Background: an optimization exercise with open tools, aiming at a short achievable clock period and few clock cycles per item. Do not read the settings as production practice.
In this exercise RTL edits were held to simulation tests only and were not proved equivalent to the original.
Power figures rest on the tool's default switching activity, not on a simulated workload.

`design/flow/constraint.sdc`:
```
create_clock -name core_clock -period 5.0 [get_ports {OSC_50_BANK6}]
set_input_delay 1.0000 -clock core_clock [delete_from_list [all_inputs] [get_ports {OSC_50_BANK6}]]
set_output_delay 1.0000 -clock core_clock [all_outputs]
set_load 0.01 [all_outputs]
```
`design/flow/config.mk`:
```
export PLATFORM = sky130hd
export DESIGN_NAME = primReplayTop
export DESIGN_NICKNAME = primReplayTop
export VERILOG_FILES = /design/flow/design.v
export SDC_FILE = /design/flow/constraint.sdc
export NUM_CORES = 4
export LEC_CHECK = 0
export CAP_MARGIN = 20
export CORE_MARGIN = 2
export CORE_UTILIZATION = 40
export SLEW_MARGIN = 20
```
`design/flow/design.v`:
```
`timescale 1ns/1ps
package primTypesPkg;
   typedef logic [64-1:0] primWord_t;
   typedef logic [2:0] laneIdx_t;
   typedef logic [5-1:0] fillLevel_t;   
   typedef logic [5-1:0] laneMask_t;     
endpackage
`timescale 1ns/1ps
package ctrlTypesPkg;
   typedef enum logic [1:0] {
      Idle  = 2'd0,
      Hold  = 2'd1,
      Clear = 2'd2,    
      Armed = 2'd3
   } rstPhase_t;
   typedef enum logic [1:0] {
      None = 2'b00,
      Eob  = 2'b10,    
      Sob  = 2'b11     
   } burstMark_t;
endpackage
`timescale 1ns/1ps
module replayController (
   input  logic                    OSC_50_BANK6,
   input  logic                    rstN,
   input  logic                    hostReq,
   input  primTypesPkg::laneIdx_t  hostLane,
   input  primTypesPkg::primWord_t hostData,
   input  logic                    ctrlStart,
   input  logic                    startButtonN,
   input  logic [3:0]              detectorUnderInit,
   input  logic                    clearActive,
   output logic                    hostAck,
   output logic                    burst,
   output primTypesPkg::laneMask_t refillIrq,
   output primTypesPkg::laneMask_t polling,
   output logic                    bankWrEn,
   output primTypesPkg::laneIdx_t  bankWrLane,
   output primTypesPkg::primWord_t bankWrData,
   output logic                    bankClear,    
   input  logic [5-1:0][5-1:0] bankFill,
   input  primTypesPkg::laneMask_t bankFull
);
   logic      laneOk;
   logic      laneRoom;
   logic      accept;
   primTypesPkg::laneMask_t lowMask;
   assign laneOk   = (hostLane < 5);
   assign laneRoom = !laneOk || !bankFull[hostLane];    
   assign accept = hostReq && !hostAck && !clearActive && laneRoom;
   always_ff @(posedge OSC_50_BANK6 or negedge rstN) begin
      if (!rstN) begin
         hostAck <= 1'b0;
      end else if (accept) begin
         hostAck <= 1'b1;
      end else if (!hostReq) begin
         hostAck <= 1'b0;    
      end
   end
   assign bankWrEn   = accept && laneOk;
   assign bankWrLane = hostLane;
   assign bankWrData = hostData;
   assign bankClear  = clearActive;
   assign burst = ctrlStart | ~startButtonN;    
   always_comb begin
      for (int i = 0; i < 5; i++) begin
         lowMask[i] = (bankFill[i] < 8);
      end
   end
   always_ff @(posedge OSC_50_BANK6 or negedge rstN) begin
      if (!rstN) begin
         refillIrq <= '0;
         polling   <= '0;
      end else if (burst) begin
         refillIrq <= lowMask;
         polling   <= lowMask;
      end else begin
         refillIrq <= primTypesPkg::laneMask_t'(detectorUnderInit);
         polling   <= '0;
      end
   end
endmodule
`timescale 1ns/1ps
module primLaneBank (
   input logic      OSC_50_BANK6,
   input logic      rstN,
   input  logic                    wrEn,
   input  primTypesPkg::laneIdx_t  wrLane,
   input  primTypesPkg::primWord_t wrData,
   input  logic                    clear,
   output logic [5-1:0][5-1:0] fill,
   output primTypesPkg::laneMask_t full,
   input  primTypesPkg::laneMask_t rdEn,    
   output logic [5-1:0][64-1:0] rdData,    
   output primTypesPkg::laneMask_t empty
);
   localparam int PtrW = $clog2(16);
   for (genvar i = 0; i < 5; i++) begin : gLane
      primTypesPkg::primWord_t       mem [16];
      primTypesPkg::primWord_t       headWord;
      logic [PtrW-1:0] wrPtr;
      logic [PtrW-1:0] rdPtr;
      primTypesPkg::fillLevel_t      fillCnt;
      logic            wrHit;
      logic            rdHit;
      assign wrHit = wrEn && (wrLane == primTypesPkg::laneIdx_t'(i)) && !full[i];
      assign rdHit = rdEn[i] && (fillCnt != '0);
      always_ff @(posedge OSC_50_BANK6 or negedge rstN) begin
         if (!rstN) begin
            wrPtr   <= '0;
            rdPtr   <= '0;
            fillCnt <= '0;
         end else if (clear) begin    
            wrPtr   <= '0;
            rdPtr   <= '0;
            fillCnt <= '0;
         end else begin
            if (wrHit) begin
               wrPtr <= wrPtr + 1'b1;      
            end
            if (rdHit) begin
               rdPtr <= rdPtr + 1'b1;
            end
            case ({wrHit, rdHit})
               2'b10:   fillCnt <= fillCnt + 1'b1;
               2'b01:   fillCnt <= fillCnt - 1'b1;
               default: fillCnt <= fillCnt;
            endcase
         end
      end
      always_ff @(posedge OSC_50_BANK6) begin
         if (wrHit) begin
            mem[wrPtr] <= wrData;
         end
         if (rdHit) begin
            headWord <= mem[rdPtr];
         end
      end
      assign fill[i]    = fillCnt;
      assign full[i]    = (fillCnt == primTypesPkg::fillLevel_t'(16));
      assign empty[i]        = (fillCnt == '0) || clear;    
      assign rdData[i] = headWord;
   end
endmodule
`timescale 1ns/1ps
module laneDrainArbiter (
   input  logic                    OSC_50_BANK6,
   input  logic                    rstN,
   input  logic                    txReady,
   output logic                    txValid,
   output primTypesPkg::primWord_t txData,
   output primTypesPkg::laneIdx_t  txLane,
   output primTypesPkg::laneMask_t rdEn,
   input  logic [5-1:0][64-1:0] rdData,
   input  primTypesPkg::laneMask_t empty
);
   primTypesPkg::laneMask_t rdEnReg;
   primTypesPkg::laneIdx_t  lastLane;    
   primTypesPkg::laneIdx_t  nextLane;
   logic      found;
   logic      capture;     
   logic      inFlight;
   always_comb begin
      int cand;
      found    = 1'b0;
      nextLane = lastLane;
      for (int k = 1; k <= 5; k++) begin
         cand = int'(lastLane) + k;
         if (cand >= 5) begin
            cand = cand - 5;
         end
         if (!found && !empty[cand]) begin
            found    = 1'b1;
            nextLane = primTypesPkg::laneIdx_t'(cand);
         end
      end
   end
   assign inFlight = (|rdEnReg) || capture || txValid;    
   always_ff @(posedge OSC_50_BANK6 or negedge rstN) begin
      if (!rstN) begin
         rdEnReg  <= '0;
         lastLane <= primTypesPkg::laneIdx_t'(5 - 1);    
         capture  <= 1'b0;
         txValid  <= 1'b0;
      end else begin
         rdEnReg <= '0;
         capture <= |rdEnReg;
         if (!inFlight && txReady && found) begin
            rdEnReg  <= primTypesPkg::laneMask_t'(1) << nextLane;
            lastLane <= nextLane;
         end
         if (capture) begin
            txValid <= 1'b1;
         end else if (txReady) begin
            txValid <= 1'b0;    
         end
      end
   end
   always_ff @(posedge OSC_50_BANK6) begin
      if (capture) begin
         txData <= rdData[lastLane];
         txLane <= lastLane;
      end
   end
   assign rdEn = rdEnReg;
endmodule
`timescale 1ns/1ps
module burstMarkerGen (
   input  logic OSC_50_BANK6,
   input  logic rstN,
   input  logic burst,
   output logic ECRST,
   output logic BCRST,
   output logic syncOut
);
   localparam int CntW = $clog2(4 + 1);
   logic            burstQ;
   logic            burstPrev;
   logic [CntW-1:0] markCnt;      
   ctrlTypesPkg::burstMark_t      mark;
   always_ff @(posedge OSC_50_BANK6 or negedge rstN) begin
      if (!rstN) begin
         burstQ    <= 1'b0;
         burstPrev <= 1'b0;
         markCnt   <= '0;
         mark      <= ctrlTypesPkg::None;
      end else begin
         burstQ    <= burst;
         burstPrev <= burstQ;
         if (burstQ != burstPrev) begin    
            mark    <= burstQ ? ctrlTypesPkg::Sob : ctrlTypesPkg::Eob;
            markCnt <= CntW'(4 - 1);
         end else if (markCnt != '0) begin
            markCnt <= markCnt - 1'b1;
         end else begin
            mark <= ctrlTypesPkg::None;
         end
      end
   end
   assign {ECRST, BCRST} = mark;
   assign syncOut        = burstQ;    
endmodule
`timescale 1ns/1ps
module resetSequencer (
   input  logic OSC_50_BANK6,
   input  logic rstN,
   input  logic rearmCmd,
   output logic clearActive,
   output logic sysReady
);
   localparam int CntW = $clog2(650 + 1);
   ctrlTypesPkg::rstPhase_t       phase;
   logic [CntW-1:0] cycleCnt;    
   always_ff @(posedge OSC_50_BANK6 or negedge rstN) begin
      if (!rstN) begin
         phase    <= ctrlTypesPkg::Idle;
         cycleCnt <= '0;
      end else begin
         case (phase)
            ctrlTypesPkg::Idle: begin
               cycleCnt <= '0;
               phase    <= ctrlTypesPkg::Hold;
            end
            ctrlTypesPkg::Hold: begin
               if (cycleCnt < CntW'(200)) begin
                  cycleCnt <= cycleCnt + 1'b1;
               end else begin
                  phase <= ctrlTypesPkg::Clear;
               end
            end
            ctrlTypesPkg::Clear: begin
               if (cycleCnt < CntW'(650)) begin
                  cycleCnt <= cycleCnt + 1'b1;
               end else begin
                  phase <= ctrlTypesPkg::Armed;
               end
            end
            default: begin    
               if (rearmCmd) begin
                  phase <= ctrlTypesPkg::Idle;
               end
            end
         endcase
      end
   end
   assign clearActive = (phase == ctrlTypesPkg::Clear);
   assign sysReady    = (phase == ctrlTypesPkg::Armed);
endmodule
`timescale 1ns/1ps
module primReplayTop (
   input  logic                    OSC_50_BANK6,
   input  logic                    rstN,
   input  logic                    hostReq,
   input  primTypesPkg::laneIdx_t  hostLane,
   input  primTypesPkg::primWord_t hostData,
   input  logic                    ctrlStart,
   input  logic                    startButtonN,
   input  logic                    rearmCmd,
   input  logic [3:0]              detectorUnderInit,
   input  logic                    txReady,
   output logic                    hostAck,
   output logic                    txValid,
   output primTypesPkg::primWord_t txData,
   output primTypesPkg::laneIdx_t  txLane,
   output primTypesPkg::laneMask_t refillIrq,
   output primTypesPkg::laneMask_t polling,
   output logic                    ECRST,
   output logic                    BCRST,
   output logic                    syncOut,
   output logic                    sysReady
);
   logic burst;
   logic clearActive;    
   logic                                  wrEn;
   primTypesPkg::laneIdx_t                wrLane;
   primTypesPkg::primWord_t               wrData;
   logic                                  bankClear;
   logic [5-1:0][5-1:0] fill;
   primTypesPkg::laneMask_t               full;
   primTypesPkg::laneMask_t               rdEn;
   logic [5-1:0][64-1:0] rdData;
   primTypesPkg::laneMask_t               empty;
   resetSequencer resetSeq0 (
      .OSC_50_BANK6 (OSC_50_BANK6),
      .rstN         (rstN),
      .rearmCmd     (rearmCmd),
      .clearActive  (clearActive),
      .sysReady     (sysReady)
   );
   replayController controller0 (
      .OSC_50_BANK6      (OSC_50_BANK6),
      .rstN              (rstN),
      .hostReq           (hostReq),
      .hostLane          (hostLane),
      .hostData          (hostData),
      .ctrlStart         (ctrlStart),
      .startButtonN      (startButtonN),
      .detectorUnderInit (detectorUnderInit),
      .clearActive       (clearActive),
      .hostAck           (hostAck),
      .burst             (burst),
      .refillIrq         (refillIrq),
      .polling           (polling),
      .bankWrEn          (wrEn),
      .bankWrLane        (wrLane),
      .bankWrData        (wrData),
      .bankClear         (bankClear),
      .bankFill          (fill),
      .bankFull          (full)
   );
   primLaneBank laneBank0 (
      .OSC_50_BANK6 (OSC_50_BANK6),
      .rstN         (rstN),
      .wrEn         (wrEn),
      .wrLane       (wrLane),
      .wrData       (wrData),
      .clear        (bankClear),
      .fill         (fill),
      .full         (full),
      .rdEn         (rdEn),
      .rdData       (rdData),
      .empty        (empty)
   );
   laneDrainArbiter drainArb0 (
      .OSC_50_BANK6 (OSC_50_BANK6),
      .rstN         (rstN),
      .txReady      (txReady),
      .txValid      (txValid),
      .txData       (txData),
      .txLane       (txLane),
      .rdEn         (rdEn),
      .rdData       (rdData),
      .empty        (empty)
   );
   burstMarkerGen markerGen0 (
      .OSC_50_BANK6 (OSC_50_BANK6),
      .rstN         (rstN),
      .burst        (burst),
      .ECRST        (ECRST),
      .BCRST        (BCRST),
      .syncOut      (syncOut)
   );
endmodule
```
`design/flow/run.sh`:
```
#!/bin/bash
# synth_recipe.tcl (not shown) runs the flow's synth.tcl, then flattens the netlist and writes it again
# the make line also repeats each setting of config.mk as NAME=value (left out here)
make -C /OpenROAD-flow-scripts/flow DESIGN_CONFIG=/design/flow/config.mk WORK_HOME=/design/flow/orfs CLKGATE_MAP_FILE= SYNTH_SCRIPT=/design/flow/synth_recipe.tcl finish
```
==> results.txt <==
==> cells in the mapped netlist (8+ instances only) <==
library cell  count  area share (%)
xor2_1           20           0.082
o22ai_1          63            0.19
a22o_1            8           0.033
o21ai_0          27           0.064
nand2b_1         16           0.047
clkbuf_1        280            0.49
nand3_1          20           0.047
a21oi_1         109            0.26
buf_1           143            0.25
nand2_1          82            0.14
and2_1           46            0.14
a21o_1           21           0.074
nor2_1          158            0.28
nand4_1          11           0.032
and3_1            8           0.024
mux2i_1         142            0.67
a211oi_1          8           0.028
dfrtp_1         103             1.2
nor4_1            9           0.026
mux4_2         1602              17
xnor2_1          35            0.14
edfxtp_1       5507              78
nor3b_1          12           0.042
ha_1             64            0.38
nor3_1           33           0.078
inv_1            58            0.10
==> power groups by stage <==
| stage | clock, uW | combinational (uW) | sequential (uW) |
|---|---|---|---|
| detailed placement | 0 | 28400 | 56200 |
| finish | 40900 | 28100 | 55200 |
| CTS | 41600 | 28400 | 55300 |
| global route | 43400 | 29500 | 55300 |
| global placement | 0 | 28100 | 56300 |
| floorplan | 0 | 18200 | 54800 |
==> worst max-delay path, stage by stage (launching register included) <==
cell	delay, ps
dfrtp_4	610
inv_1	270
ha_1	260
ha_1	420
a21oi_1	250
mux2i_1	380
a311oi_1	100
o31ai_1	680
nand2b_2	300
o31a_2	190
inv_1	80
a2111oi_2	390
==> timing repair <==
action                                 4_1_cts  5_1_grt
setup buffers                                0        0
hold buffers                                 1        0
endpoints found under the hold margin        6        0
==> cell families (layout without fill, tap and decap cells) <==
family,after synthesis,in the layout,synth area share [%]
buf+inv,492,1661,0.876
flops,5611,5611,79.0
other cells,0,14,0
xor+xnor,55,55,0.227
mux,1750,1750,17.7
compound gates,279,279,0.811
fa+ha+maj,70,70,0.433
simple gates,424,424,0.971
==> area by class of cell <==
| cell class | count | area [um2] |
|---|---|---|
| inverters | 61 | 241 |
| multi-input cells | 2578 | 43300 |
| clock inverters | 274 | 2320 |
| diodes | 14 | 35.0 |
| flip-flops and latches | 5611 | 168000 |
| fillers | 42800 | 285000 |
| repair buffers | 590 | 6470 |
| well taps | 6994 | 8750 |
| clock buffers | 736 | 15400 |
==> through the flow <==
step,worst slack [ps],hold slack [ps],area [um2],power (uW)
after floorplan,-758,440,213000,73000
after global placement,348,456,227000,84300
after detailed placement,381,454,227000,84600
after CTS,949,211,244000,125000
after global routing,677,238,245000,128000
final,937,277,245000,124000
==> sequential cells by signal (all words and copies together), names as in the netlist <==
| signal | cells |
|---|---|
| drainArb0.capture | 1 |
| resetSeq0.phase | 2 |
| markerGen0.markCnt | 3 |
| markerGen0.mark | 2 |
| drainArb0.txLane | 3 |
| markerGen0.burstQ | 1 |
| controller0.polling | 4 |
| laneBank0.gLane.wrPtr | 20 |
| drainArb0.txValid | 1 |
| drainArb0.txData | 64 |
| laneBank0.gLane.headWord | 320 |
| controller0.hostAck | 1 |
| laneBank0.gLane.fillCnt | 25 |
| drainArb0.lastLane | 3 |
| resetSeq0.cycleCnt | 10 |
| controller0.refillIrq | 5 |
| markerGen0.burstPrev | 1 |
| laneBank0.gLane.rdPtr | 20 |
| laneBank0.gLane.mem | 5120 |
| drainArb0.rdEnReg | 5 |
==> metal layers <==
metal | up-vias | global-route usage (%)
li1 | 38900 | -
met1 | 54100 | 29.8
met2 | 5066 | 33.6
met3 | 717 | 3.57
met4 | 2 | 4.96
met5 | - | 0
==> worst max path at each step <==
stage	start	endpoint	slack, ps	cells after the start
finish	drainArb0.lastLane[1]	drainArb0.rdEnReg[4]	940	11
global route	drainArb0.lastLane[1]	drainArb0.rdEnReg[4]	680	11
CTS	drainArb0.lastLane[1]	drainArb0.rdEnReg[1]	950	12
detailed placement	hostReq	laneBank0.gLane[2].fillCnt[4]	380	13
global placement	hostReq	laneBank0.gLane[2].fillCnt[4]	350	13
floorplan	hostReq	laneBank0.gLane[4].mem[0][0]	-760	3
==> out/qor.yml <==
status: "finished clean"
yosysSeqAreaShare_pct: 79.0
max_freq_mhz: 246
numCtsBuffers: 566
mostFrequentLayoutCell: "edfxtp_1"
yosys_warnings: 5
drive_gt1_share_pct: 30.4
min_from: "hostData[45]"
die_x_um: 733
dieArea_um2: 537000
grt.overflow.total: 0
synth_seq_cells: 5611
die_h_um: 733
start_util_pct: 40.2
grt_max_degree: 81
pwr-share-clk_pct: 32.9
total_leakage_power_uw: 0.0753
cp_data_required_time_ps: 5910
num-nets-final: 9556
vdd_drop_max_mv: 0.499
route.met3.wl_um: 51100
cts_resized: 0
avgSynthCellArea_um2: 24.5
synth-main-ff-cell: "edfxtp_1"
drc: 0
comb_power_share_pct: 22.6
io_pins: 161
cp_max_fo: 20
hp-class: "in2reg"
clkLatencyLatePin_ps: 1060
cts_buffer_depth: 4
grt_use_total_pct: 20.8
cts.sink_count: 5611
r2r_start: "drainArb0.lastLane[1]"
fin_util_pct: 46.2
syn_inst: 8681
yosysUniqueCellTypes: 73
antenna_found_initial: 46
htree_levels: 6
drt-wirelength-per-cell_um: 33.7
area_growth_pct: 15.0
cts_tree: "yes"
timing.final.hold_violations: 0
io_buffers: 160
worstSetupEndpointType: "register"
power-per-cell-area_nw_per_um2: 508
p_sw_uw: 34600
power_frac_seq_pct: 44.4
rsz0062_at_grt: "false"
syn_area_um2: 213000
fin_tns_setup_ps: 0
cp.arrival_ps: 4980
period_share_pct: 81.3
rows: 267
drt-met1-wl_um: 229000
swShare_pct: 27.9
avgViaCountPerCell: 5.85
grt_pass1_wl_um: 795000
r2r_cells: 11
worstHoldEndpoint: "laneBank0.gLane[2].mem[2][45]"
hpwl_um: 348000
dp_cells: 15800
ys_async_sr_fraction_pct: 1.85
path_class: "reg2reg"
fin_cells: 16900
drt-total-wl_um: 568000
min_path_cells: 1
slew_violations: 0
synthesis.nets: 8829
tightest_slew_ps: 1160
setup_viol: 0
rrSetupSlack_ps: 940
root_buffer: "clkbuf_16"
drtIter0Drc: 14300
ant_nets: 0
cap_violations: 0
grt_pass1_vias: 98900
slew_headroom_pct: 22.8
start_kind: "register"
p_int_uw: 89600
core_um2: 529000
synth_edf_count: 5507
worstReg2RegEnd: "drainArb0.rdEnReg[4]"
path_clk_slew_ps: 60
skew_ps: 47.5
mostFrequentLayoutCells: "edfxtp_1, mux4_2, clkbuf_16"
vias: 98700
first_pass_iters: 8
met2_length_um: 274000
gp_congestion: 0.866
top_layer: "met5"
period_needed_ps: 4060
Testbench counts, summed over its fixed seeds: cycles 47,606, items 9,584.

port drivers added, routing unchanged:
The flow's constraints put no driver on any port. The routed layout listed below was extracted and timed again, unchanged, in two steps.
Step 1: set_driving_cell puts a clkbuf_16 on OSC_50_BANK6 and a buf_2 on each other input, an assumption about the parent block.
Step 2, shift: input delay + t, output delay - t, t = (earliest + latest rising clock arrival at the registers) / 2. This alone moves slack from input paths to output paths.
a / b / c = ideal / step 1 / step 2; a / b = the first two.
t, ns: 1.153
slack for setup (ns): 0.937 / 0.937 / 0.376
latest minus earliest clock arrival (ns): 0.064 / 0.064
worst slew at a driven data input, ns: 0.18
After both steps setup and hold are still met in this run. The setup slack of this run moves by 0.000 ns with the drivers and by -0.561 ns with both steps.
